Context: an optimization exercise on an open-source flow, tuned for small area, a short achievable clock period and few clock cycles per item. The choices shown serve that exercise and are no tape-out recipe.
Power figures rest on the tool's default switching activity, not on a simulated workload.

==> flow/design.v <==
`timescale 1ns / 1ps
module mff_prefix #(parameter int N = 8)
(
    input  logic [N-1:0] g,
    input  logic [N-1:0] p,
    input  logic         cin,
    output logic [N:0]   c
);
    logic [N-1:0] gg;
    logic [N-1:0] pp;
    always_comb
    begin
        gg = g;
        pp = p;
        gg[0] = g[0] | (p[0] & cin);
        for (int l = 0; (1 << l) < N; l++)
        begin
            for (int i = 0; i < N; i++)
            begin
                if (((i >> l) & 1) == 1)
                begin
                    gg[i] = gg[i] | (pp[i] & gg[((i >> l) << l) - 1]);
                    pp[i] = pp[i] & pp[((i >> l) << l) - 1];
                end
            end
        end
        c = {gg, cin};
    end
endmodule
`timescale 1ns / 1ps
module message_field_filter_core
(
    input  logic        clk,
    input  logic        rst_n,
    input  logic        cfg_we,
    input  logic [2:0]  cfg_index,
    input  logic [63:0] cfg_data,
    input  logic        in_valid,
    output logic        in_stall,
    input  logic [7:0]  data_byte,
    input  logic        last_byte,
    output logic        out_valid,
    input  logic        out_stall,
    output logic        matched,
    output logic [15:0] slice_start,
    output logic [15:0] slice_length,
    output logic [15:0] message_size,
    output logic        size_overflow
);
    logic [1:0]  c_mode;
    logic [15:0] c_req;
    logic [15:0] c_off;
    logic [3:0]  c_cnt;
    logic [63:0] c_tmpl;
    logic [31:0] c_rstart;
    logic [31:0] c_rwidth;
    logic [15:0] c_slice;
    always_ff @(posedge clk)
    begin
        if (cfg_we)
        begin
            case (cfg_index)
                3'd0: c_mode   <= cfg_data[1:0];
                3'd1: c_req    <= cfg_data[15:0];
                3'd2: c_off    <= cfg_data[15:0];
                3'd3: c_cnt    <= cfg_data[3:0];
                3'd4: c_tmpl   <= cfg_data;
                3'd5: c_rstart <= cfg_data[31:0];
                3'd6: c_rwidth <= cfg_data[31:0];
                default: c_slice <= cfg_data[15:0];
            endcase
        end
    end
    logic is_tmpl, is_range, is_slice;
    assign is_tmpl  = (c_mode == 2'd0);
    assign is_range = (c_mode == 2'd1);
    assign is_slice = (c_mode == 2'd2);
    logic [7:0] nmask, mlast;
    always_comb
    begin
        for (int j = 0; j < 8; j++)
        begin
            nmask[j] = c_cnt[3] || (3'(j) < c_cnt[2:0]);
            mlast[j] = is_range ? (j == 3)
                     : c_cnt[3] ? (j == 7)
                     :            (3'(j + 1) == c_cnt[2:0]);
        end
    end
    logic       in_valid_reg;
    logic [7:0] data_reg;
    logic       last_reg;
    logic        inmsg;      
    logic        done;       
    logic [15:0] size;
    logic        full_r;     
    logic        ovf;
    logic        flag;       
    logic        met;        
    logic        teq;        
    logic        b1;         
    logic        b2;         
    logic [8:0]  pos;        
    logic [3:0]  rpos;       
    logic        pos0_n;     
    logic        rpos0_n;    
    logic [8:1]  pos_hi;
    logic [3:1]  rpos_hi;
    logic [9:0]  rt;         
    logic        rt_v;       
    logic        rt_first;   
    logic        o_matched;
    logic [15:0] o_size;
    logic        o_ovf;
    logic [15:0] o_start;
    logic [15:0] o_len;
    logic        stall_r;
    logic push, fire, adv, full;
    assign push     = done && !out_valid;
    assign fire     = in_valid_reg && (!done || push);
    assign full     = inmsg && full_r;
    assign adv      = fire && !full;
    assign in_stall = stall_r;
    logic in_valid_reg_n, done_n, out_valid_n;
    assign in_valid_reg_n = in_valid || stall_r;
    assign done_n         = (fire && last_reg) || (done && !push);
    assign out_valid_n    = push || (out_valid && out_stall);
    always_ff @(posedge clk or negedge rst_n)
    begin
        if (!rst_n)
        begin
            in_valid_reg <= 1'b0;
            done         <= 1'b0;
            out_valid    <= 1'b0;
            stall_r      <= 1'b0;
        end
        else
        begin
            in_valid_reg <= in_valid_reg_n;
            done         <= done_n;
            out_valid    <= out_valid_n;
            stall_r      <= in_valid_reg_n && done_n && out_valid_n;
        end
    end
    always_ff @(posedge clk)
    begin
        if (!stall_r)
        begin
            data_reg <= data_byte;
            last_reg <= last_byte;
        end
    end
    logic [15:0] size_inc;
    logic [16:0] inc_c;
    mff_prefix #(.N(16)) u_inc (
        .g   (16'd0),
        .p   (size),
        .cin (1'b1),
        .c   (inc_c)
    );
    assign size_inc = size ^ inc_c[15:0];
    logic [16:0] ek, ex, ec;
    logic        eq_off, eq_sum, eq_t;
    assign eq_off = (size == c_off);
    assign ek     = {1'b0, size};
    assign ex     = {1'b0, c_off ^ c_slice} ^ ek;
    assign ec     = {(c_off & c_slice) | ((c_off ^ c_slice) & ~size), 1'b0};
    assign eq_sum = (ex == ec);
    assign eq_t   = is_slice ? eq_sum : eq_off;
    logic t_zero;
    assign t_zero = (c_off == 16'd0) && (!is_slice || c_slice == 16'd0);
    logic flag_cur, met_cur, teq_cur, win;
    assign pos  = {pos_hi, !pos0_n};
    assign rpos = {rpos_hi, !rpos0_n};
    assign flag_cur = inmsg ? (flag || eq_t) : t_zero;
    assign met_cur  = inmsg && met;
    assign teq_cur  = !inmsg || teq;
    assign win      = flag_cur && !pos[8];
    logic        t_win, r_win;
    logic [7:0]  t_byte, rs_byte, rw_byte;
    always_comb
    begin
        t_byte  = '0;
        for (int j = 0; j < 8; j++)
            t_byte = t_byte | ({8{pos[j]}} & c_tmpl[8*j +: 8]);
    end
    logic [3:0] rpos_n;
    logic       r_shift, r_start;
    logic [7:0] rs_nxt, rw_nxt;
    assign r_shift = adv && win && is_range;
    assign r_start = !inmsg || (fire && last_reg);
    assign rpos_n  = (fire && last_reg) ? 4'b0001
                   : r_shift            ? {rpos[2:0], 1'b0}
                   :                      rpos;
    always_comb
    begin
        rs_nxt = '0;
        rw_nxt = '0;
        for (int j = 0; j < 3; j++)
        begin
            rs_nxt = rs_nxt | ({8{rpos[j]}} & c_rstart[8*(j+1) +: 8]);
            rw_nxt = rw_nxt | ({8{rpos[j]}} & c_rwidth[8*(j+1) +: 8]);
        end
    end
    always_ff @(posedge clk)
    begin
        if (r_shift && !last_reg)
        begin
            rs_byte <= rs_nxt;
            rw_byte <= rw_nxt;
        end
        else if (r_start)
        begin
            rs_byte <= c_rstart[7:0];
            rw_byte <= c_rwidth[7:0];
        end
    end
    assign t_win = is_tmpl && win && (|(pos[7:0] & nmask));
    assign r_win = is_range && win && (|rpos);
    logic       b1_in, b1_new;
    logic [8:0] c1;
    assign b1_in = !rpos[0] && b1;
    mff_prefix #(.N(8)) u_b1 (
        .g   (data_reg & ~rs_byte),
        .p   (data_reg | ~rs_byte),
        .cin (!b1_in),
        .c   (c1)
    );
    assign b1_new = !c1[8];
    logic [7:0] s3, k3;
    logic [8:0] y3;
    logic [8:0] c3;
    logic [9:0] u3;
    assign s3 = data_reg ^ ~rs_byte ^ ~rw_byte;
    assign k3 = (data_reg & ~rs_byte) | (data_reg & ~rw_byte) | (~rs_byte & ~rw_byte);
    assign y3 = {k3, !b1_in};
    mff_prefix #(.N(8)) u_b2 (
        .g   (s3 & y3[7:0]),
        .p   (s3 | y3[7:0]),
        .cin (1'b1),
        .c   (c3)
    );
    assign u3 = {y3[8] & c3[8], y3[8] ^ c3[8], s3 ^ y3[7:0] ^ c3[7:0]};
    logic [9:0] rx;
    logic       b2_new;
    assign rx     = {rt[9:8] + {1'b0, b1}, rt[7:0]};
    assign b2_new = rx[9] || ((rx == 10'd0) && !rt_first && b2);
    assign b2_eff = rt_v ? b2_new : b2;
    always_ff @(posedge clk)
    begin
        rt       <= {!u3[9], u3[8:0]};
        rt_first <= rpos[0];
        rt_v     <= adv && r_win;
        if (rt_v)
            b2 <= b2_new;
    end
    always_ff @(posedge clk or negedge rst_n)
    begin
        if (!rst_n)
        begin
            inmsg <= 1'b0;
            pos0_n  <= 1'b0;
            pos_hi  <= '0;
            rpos0_n <= 1'b0;
            rpos_hi <= '0;
        end
        else
        begin
            rpos0_n <= !rpos_n[0];
            rpos_hi <= rpos_n[3:1];
            if (fire)
                inmsg <= !last_reg;
            if (fire && last_reg)
            begin
                pos0_n  <= 1'b0;
                pos_hi  <= '0;
            end
            else if (adv && win)
            begin
                pos0_n <= 1'b1;
                pos_hi <= pos[7:0];
            end
        end
    end
    always_ff @(posedge clk)
    begin
        if (fire && full)
            ovf <= 1'b1;
        if (adv)
        begin
            size   <= inmsg ? size_inc : 16'd1;
            full_r <= inmsg && (&size[15:1]) && !size[0];
            ovf    <= inmsg && ovf;
            flag   <= flag_cur;
            met    <= met_cur || (win && (|(pos[7:0] & mlast)));
            teq    <= teq_cur && !(t_win && (t_byte != data_reg));
            if (r_win)
                b1 <= b1_new;
        end
    end
    logic ok_len, ok_mode, b2_eff, flag_end;
    assign flag_end = flag || eq_t;
    assign ok_len = (c_req == 16'd0) || (size == c_req);
    always_comb
    begin
        case (c_mode)
            2'd0:    ok_mode = teq && ((c_cnt == 4'd0) ? flag_end : met);
            2'd1:    ok_mode = b2_eff && met;
            2'd2:    ok_mode = flag_end;
            default: ok_mode = 1'b0;
        endcase
    end
    always_ff @(posedge clk)
    begin
        if (push)
        begin
            o_matched <= !ovf && ok_len && ok_mode;
            o_size    <= size;
            o_ovf     <= ovf;
            o_len     <= is_slice ? c_slice : size;
        end
    end
    always_ff @(posedge clk)
        o_start <= is_slice ? c_off : 16'd0;
    assign matched       = o_matched;
    assign message_size  = o_size;
    assign size_overflow = o_ovf;
    assign slice_start   = o_start;
    assign slice_length  = o_len;
endmodule
export LEC_CHECK = 0
export CAP_MARGIN = 20
export CORE_MARGIN = 2
export CORE_UTILIZATION = 40
export CTS_CLUSTER_DIAMETER = 80
export CTS_CLUSTER_SIZE = 24
export SLEW_MARGIN = 20
create_clock -name core_clock -period 8.5 [get_ports {clk}]
standard.sh (not shown) runs the stock make flow with config.mk's settings and CLKGATE_MAP_FILE= SYNTH_SCRIPT=/design/flow/synth_recipe.tcl, a recipe that flattens the netlist after the stock synthesis.
==> flow/flow/run.sh <==
#!/bin/bash
set -euo pipefail
export BUFFER_PORTS_ARGS="-buffer_cell sky130_fd_sc_hd__buf_2"
export SETUP_SLACK_MARGIN=5.6
bash standard.sh > flow_make.log 2>&1
Next try:
--- a/flow/design.v
+++ b/flow/design.v
@@ -149,24 +149,29 @@
             last_reg <= last_byte;
         end
     end
     logic [15:0] size_inc;
+    logic [15:0] cnt_next;
     logic [16:0] inc_c;
     mff_prefix #(.N(16)) u_inc (
         .g   (16'd0),
         .p   (size),
         .cin (1'b1),
         .c   (inc_c)
     );
     assign size_inc = size ^ inc_c[15:0];
+    assign cnt_next = inmsg ? size_inc : 16'd1;
+    logic [15:0] size_nx;
     logic [16:0] ek, ex, ec;
     logic        eq_off, eq_sum, eq_t;
-    assign eq_off = (size == c_off);
-    assign ek     = {1'b0, size};
-    assign ex     = {1'b0, c_off ^ c_slice} ^ ek;
-    assign ec     = {(c_off & c_slice) | ((c_off ^ c_slice) & ~size), 1'b0};
-    assign eq_sum = (ex == ec);
-    assign eq_t   = is_slice ? eq_sum : eq_off;
+    assign size_nx = adv ? cnt_next : size;
+    assign eq_off  = (size_nx == c_off);
+    assign ek      = {1'b0, size_nx};
+    assign ex      = {1'b0, c_off ^ c_slice} ^ ek;
+    assign ec      = {(c_off & c_slice) | ((c_off ^ c_slice) & ~size_nx), 1'b0};
+    assign eq_sum  = (ex == ec);
+    always_ff @(posedge clk)
+        eq_t <= is_slice ? eq_sum : eq_off;
     logic t_zero;
     assign t_zero = (c_off == 16'd0) && (!is_slice || c_slice == 16'd0);
     logic flag_cur, met_cur, teq_cur, win;
     assign pos  = {pos_hi, !pos0_n};
@@ -286,9 +291,9 @@
         if (fire && full)
             ovf <= 1'b1;
         if (adv)
         begin
-            size   <= inmsg ? size_inc : 16'd1;
+            size   <= cnt_next;
             full_r <= inmsg && (&size[15:1]) && !size[0];
             ovf    <= inmsg && ovf;
             flag   <= flag_cur;
             met    <= met_cur || (win && (|(pos[7:0] & mlast)));
=>
- sequential share of layout area shrinks by 1.5 points
- routed wire length grows by a few percent
- setup slack improved by 0.032 ns
- total power shrinks by a few percent
- global-route usage grows by 0.68 points
- cell area grows slightly
- die area grows slightly
- fmax grows slightly
- utilization grows by 0.35 points
- non-clock buffer count shrinks by 13
- critical path depth shrinks by 8
No functional check of the RTL was part of any run of this note.

[separate check: timing with driven ports]
No port has a modelled driver above. Below, the same layouts with a new extraction and two added sets of constraints. Step 1 (the two cells are an assumption about what drives the block):
set clk [get_ports {clk}]
set_driving_cell -lib_cell sky130_fd_sc_hd__clkbuf_16 $clk
set_driving_cell -lib_cell sky130_fd_sc_hd__buf_2 [delete_from_list [all_inputs] $clk]
Step 2, shift: input delay + t, output delay - t, t = (earliest + latest rising clock arrival at the registers) / 2. This alone moves slack from input paths to output paths. Three values: ideal, step 1, step 2; two values: the first two.
run	t, ns	setup WS [ns]	clock arrival spread, ns
the first run	0.563	5.537 / 5.537 / 5.269	0.018 / 0.018
the second run	0.569	5.569 / 5.520 / 5.366	0.025 / 0.024
After both steps every run listed still meets setup and hold. The setup slack of the first run, which loses most, moves by 0.000 ns with the drivers and by -0.268 ns with both steps.
